This design comes from an exercise in tuning for small area, a short achievable clock period and few clock cycles on the open sky130 flow, not from production work. RTL that was checked went through simulation tests only; none was proved equivalent to the original. Power and IR drop assume default switching activity.

==> flow/design.v (excerpt) <==
module ipdc_top (
	input  logic             i_clk,
	input  logic             i_rst_n,
	input  logic             i_op_valid,
	input  logic [2:0]       i_op_mode,
	input  logic             i_in_valid,
	input  ipdc_pkg::pixel_t i_in_data,
	output logic             o_in_ready,
	output logic             o_out_valid,
	output ipdc_pkg::pixel_t o_out_data
);
	logic             wr0;
	logic             wr32;
	ipdc_pkg::pixel_t wr_data;
	logic             rd_valid;
	logic             rd_ycc;
	logic [15:0]      sel;
	ipdc_pkg::pixel_t tap_data;
	logic             s2_v;
	logic             s2_ycc;
	ipdc_pkg::pixel_t s2_d;
	op_ctrl u_op_ctrl (
		.i_clk       (i_clk),
		.i_rst_n     (i_rst_n),
		.i_op_valid  (i_op_valid),
		.i_op_mode   (i_op_mode),
		.i_in_valid  (i_in_valid),
		.i_in_data   (i_in_data),
		.o_in_ready  (o_in_ready),
		.o_wr0       (wr0),
		.o_wr32      (wr32),
		.o_wr_data   (wr_data),
		.o_rd_valid  (rd_valid),
		.o_rd_ycc    (rd_ycc),
		.o_sel       (sel)
	);
  ...
Size: about 1700 flip-flops, ~0.042 mm^2 of cells after synthesis.
Settings: LEC_CHECK=0, CAP_MARGIN=20, CORE_MARGIN=2, CORE_UTILIZATION=60, CTS_BUF_LIST=sky130_fd_sc_hd__clkbuf_16, CTS_CLUSTER_DIAMETER=50, CTS_CLUSTER_SIZE=30, PLACE_DENSITY=0.7, SETUP_SLACK_MARGIN=3.2, SLEW_MARGIN=20; clock period 5.5 ns.
run.sh (not shown) runs the stock make flow with config.mk's settings and CLKGATE_MAP_FILE= SYNTH_SCRIPT=/design/flow/synth_recipe.tcl, a recipe that flattens the netlist after the stock synthesis.
Testbench counts at the start, summed over its fixed seeds: cycles 6,749.
Edit:
--- a/flow/design.v
+++ b/flow/design.v
@@ -151,18 +151,19 @@
 	logic        rdy_hold;
 	logic        rdy_enq;
 	logic        rdy_load;
 	assign rdy     = ~nrdy;
 	assign op_acc  = i_op_valid & rdy & ~ld_act;
 	assign pix_acc = i_in_valid & rdy & ld_act;
 	assign enq     = op_acc & (i_op_mode != 3'd5);    
 	assign p_last  = pcnt == 6'd63;
 	assign w0      = pix_acc & (pcnt == 6'd0);         
+	assign sd      = ph - pcnt;
 	assign at32    = (pcnt != 6'd0) & (sd == 6'd31);
 	window_origin u_window_origin (
 		.i_op  (xm),
 		.i_row (org_r),
 		.i_col (org_c),
 		.o_row (nr),
 		.o_col (nc)
 	);
 	assign h_disp = xr | xd | xf | xz;
@@ -269,23 +270,18 @@
 				ymode   <= ~xm[0];
 			end else if (pvlast) begin
 				s1_v    <= 1'b1;
 			end else begin
 				s1_v    <= 1'b0;
 			end
 		end
 	end
 	always_ff @(posedge i_clk) begin
-		if (w0) begin
-			sd <= 6'd63;
-		end else if (!pix_acc) begin
-			sd <= sd + 6'd1;
-		end
 		xm <= xm_n;
 		if (pop | ~xv) begin
 			xr <= xm_n == 3'd1;
 			xd <= xm_n == 3'd2;
 			xf <= xm_n == 3'd3;
 			xz <= xm_n == 3'd4;
 			xl <= xm_n == 3'd0;
 			xc <= xm_n[2] & xm_n[1];
 		end
After rerunning:
- area after synthesis barely changes
- worst hold slack hardly moves
- cell area came out lower slightly
- total power came out lower by roughly a tenth
- sequential power barely changes
- global-route usage came out higher by 0.38 points
- first-iteration DRC count came out lower by roughly a tenth
- non-clock buffer count came out lower by 3
- count of clock-buffer cells in the layout came out lower by 3
- synthesized cell count came out higher slightly
- worst setup slack gets worse by 420 ps
- wire length came out higher slightly
Only the layout flow was run in the second run of this note; the RTL was not checked for function there.

========
Another version of the RTL of ipdc_top (not shown whole).
For scale: ~2800 cells after synthesis, ~57 I/O pins, ~43000 µm² of cells after synthesis.
Settings: LEC_CHECK=0, CAP_MARGIN=20, CORE_MARGIN=2, CORE_UTILIZATION=60, CTS_BUF_LIST=sky130_fd_sc_hd__clkbuf_16, CTS_CLUSTER_DIAMETER=55, CTS_CLUSTER_SIZE=32, PLACE_DENSITY=0.7, SETUP_SLACK_MARGIN=3.3, SLEW_MARGIN=20; clock period 5.5 ns.
Edit:
--- a/flow/design.v
+++ b/flow/design.v
@@ -219,41 +219,39 @@
 			pix_rdy = ~seq_act & (sd[4:0] == 5'd30);
 		end
 	end
 	assign rdy_hold = pop | ~yv;                        
 	assign rdy_enq  = ~(pop ? yv : (yv | xv));           
 	assign rdy_load = ld_act ? (pix_acc | pix_rdy)
 		: (op_acc ? ((i_op_mode == 3'd0) ? 1'b0 : (i_op_mode == 3'd5) ? rdy_hold : rdy_enq)
 			: rdy_hold);
 	always_ff @(posedge i_clk or negedge i_rst_n) begin
 		if (!i_rst_n) begin
-			rdy       <= 1'b0;
 			ld_act    <= 1'b0;
 			ld_go     <= 1'b0;
 			img_valid <= 1'b0;
 			pcnt      <= '0;
 			ph        <= '0;
 			u         <= '0;
 			uoh       <= 4'b0001;
 			phoh      <= 4'b0001;
 			pvlast    <= 1'b0;
 			xv        <= 1'b0;
 			yv        <= 1'b0;
 			r_sat     <= 1'b0;
 			c_sat     <= 1'b0;
 			seq_act   <= 1'b0;
 			s1_v      <= 1'b0;
 			ymode     <= 1'b0;
 			org_r     <= '0;
 			org_c     <= '0;
 		end else begin
-			rdy       <= rdy_load;
 			ld_act    <= ld_act_n;
 			ld_go     <= ld_go_n;
 			img_valid <= img_valid | pvlast;
 			pcnt      <= pcnt + 6'(pix_acc);
 			ph        <= w0 ? 6'd0 : ph + 6'd1;
 			phoh      <= w0 ? 4'b0001 : {phoh[2:0], phoh[3]};
 			if (w0) begin
 				uoh <= 4'b0001 << 2'(2'd0 - org_c[1:0]);
 			end else if (start) begin
 				uoh <= 4'b0010;
@@ -284,20 +282,21 @@
 				s1_v    <= 1'b1;
 				ymode   <= ~xm[0];
 			end else if (pvlast) begin
 				s1_v    <= 1'b1;
 			end else begin
 				s1_v    <= 1'b0;
 			end
 		end
 	end
 	always_ff @(posedge i_clk) begin
+		rdy <= rdy_load;
 		if (w0) begin
 			sd <= 6'd63;
 		end else if (!pix_acc) begin
 			sd <= sd + 6'd1;
 		end
 		xm <= xm_n;
 		if (pop & yv) begin
 			xr <= yr;
 			xd <= yd;
 			xf <= yf;
@@ -857,28 +856,27 @@
 		t127 = t123 | (t124 & t121);
 		t128 = t124 & t122;
 		t129 = t127 | (t128 & t119);
 		cr_a = {1'b0, t118, t116, t114, t112, t110, t108, t106, t104};
 		cr_b = {1'b0, 1'b0, t117, t115, t113, t111, t109, t107, t105};
 		cr_c = t129;
 	end
 	logic s3_v;
 	always_ff @(posedge i_clk or negedge i_rst_n) begin
 		if (!i_rst_n) begin
-			s3_v        <= 1'b0;
-			o_out_valid <= 1'b0;
+			s3_v <= 1'b0;
 		end else begin
-			s3_v        <= i_valid;
-			o_out_valid <= s3_v;
+			s3_v <= i_valid;
 		end
 	end
 	always_ff @(posedge i_clk) begin
+		o_out_valid <= s3_v;
 		s3_y_a <= i_ycc ? y_a : {1'b0, r};
 		s3_y_b <= i_ycc ? y_b : 9'd0;
 		s3_y_c <= i_ycc & y_c;
 		s3_cb_a <= i_ycc ? cb_a : {1'b0, g};
 		s3_cb_b <= i_ycc ? cb_b : 9'd0;
 		s3_cb_c <= i_ycc & cb_c;
 		s3_cr_a <= i_ycc ? cr_a : {1'b0, b};
 		s3_cr_b <= i_ycc ? cr_b : 9'd0;
 		s3_cr_c <= i_ycc & cr_c;
 	end
- The changed run passed the timing, DRC and antenna checks
- die area barely changes
- register-to-register slack gets worse by 20 ps
- synthesized area hardly moves
- global-route usage came out lower by 0.13 points
- via count came out higher slightly
- cell count came out higher slightly
- first-iteration DRC count came out higher by roughly a tenth
- count of clock-buffer cells in the layout came out higher by 3
- maximum frequency came out higher by a few percent
- total power came out higher slightly
- wire length stays flat
- non-clock buffer count came out lower by 4
Testbench counts after the change, summed over its fixed seeds: cycles 6,749.
The RTL of the first run of this note was laid out without a check of its function.

## separate check: timing with driven ports
The results above use ideal ports. As a check the final layouts listed here were re-extracted and re-timed, cells and wires unchanged. Step 1 sets driving cells, clkbuf_16 on the clock port and buf_2 on the other inputs (assumed; they add their load-dependent delay and slew). Step 2 adds t to the input delays and takes it off the output delays; t is the mean of the earliest and latest rising clock arrival at the registers after step 1. Input paths then give back, and output paths get back, about the clock's delay inside the block. Slacks: no drivers / after step 1 / after step 2; pairs: no drivers / after step 1.
run	t (ns)	setup slack, ns	hold WS [ns]	latest minus earliest clock arrival (ns)	worst register clock-pin slew, ns
the first run of note 1	0.744	3.182 / 3.115 / 2.699	0.302 / 0.302 / 0.302	0.034 / 0.033	0.11 / 0.11
the second run of note 1	0.724	2.759 / 2.759 / 2.532	0.304 / 0.304 / 0.304	0.041 / 0.041	0.11 / 0.11
the first run of note 2	0.703	3.209 / 3.144 / 2.875	0.313 / 0.313 / 0.313	0.034 / 0.034	0.11 / 0.11
the second run of note 2	0.724	3.275 / 3.210 / 2.650	0.312 / 0.312 / 0.312	0.034 / 0.034	0.11 / 0.11
After both steps every run listed still meets setup and hold. For the second run of note 2, which loses most, drivers alone change the setup slack by -0.065 ns; drivers and shift together by -0.625 ns.
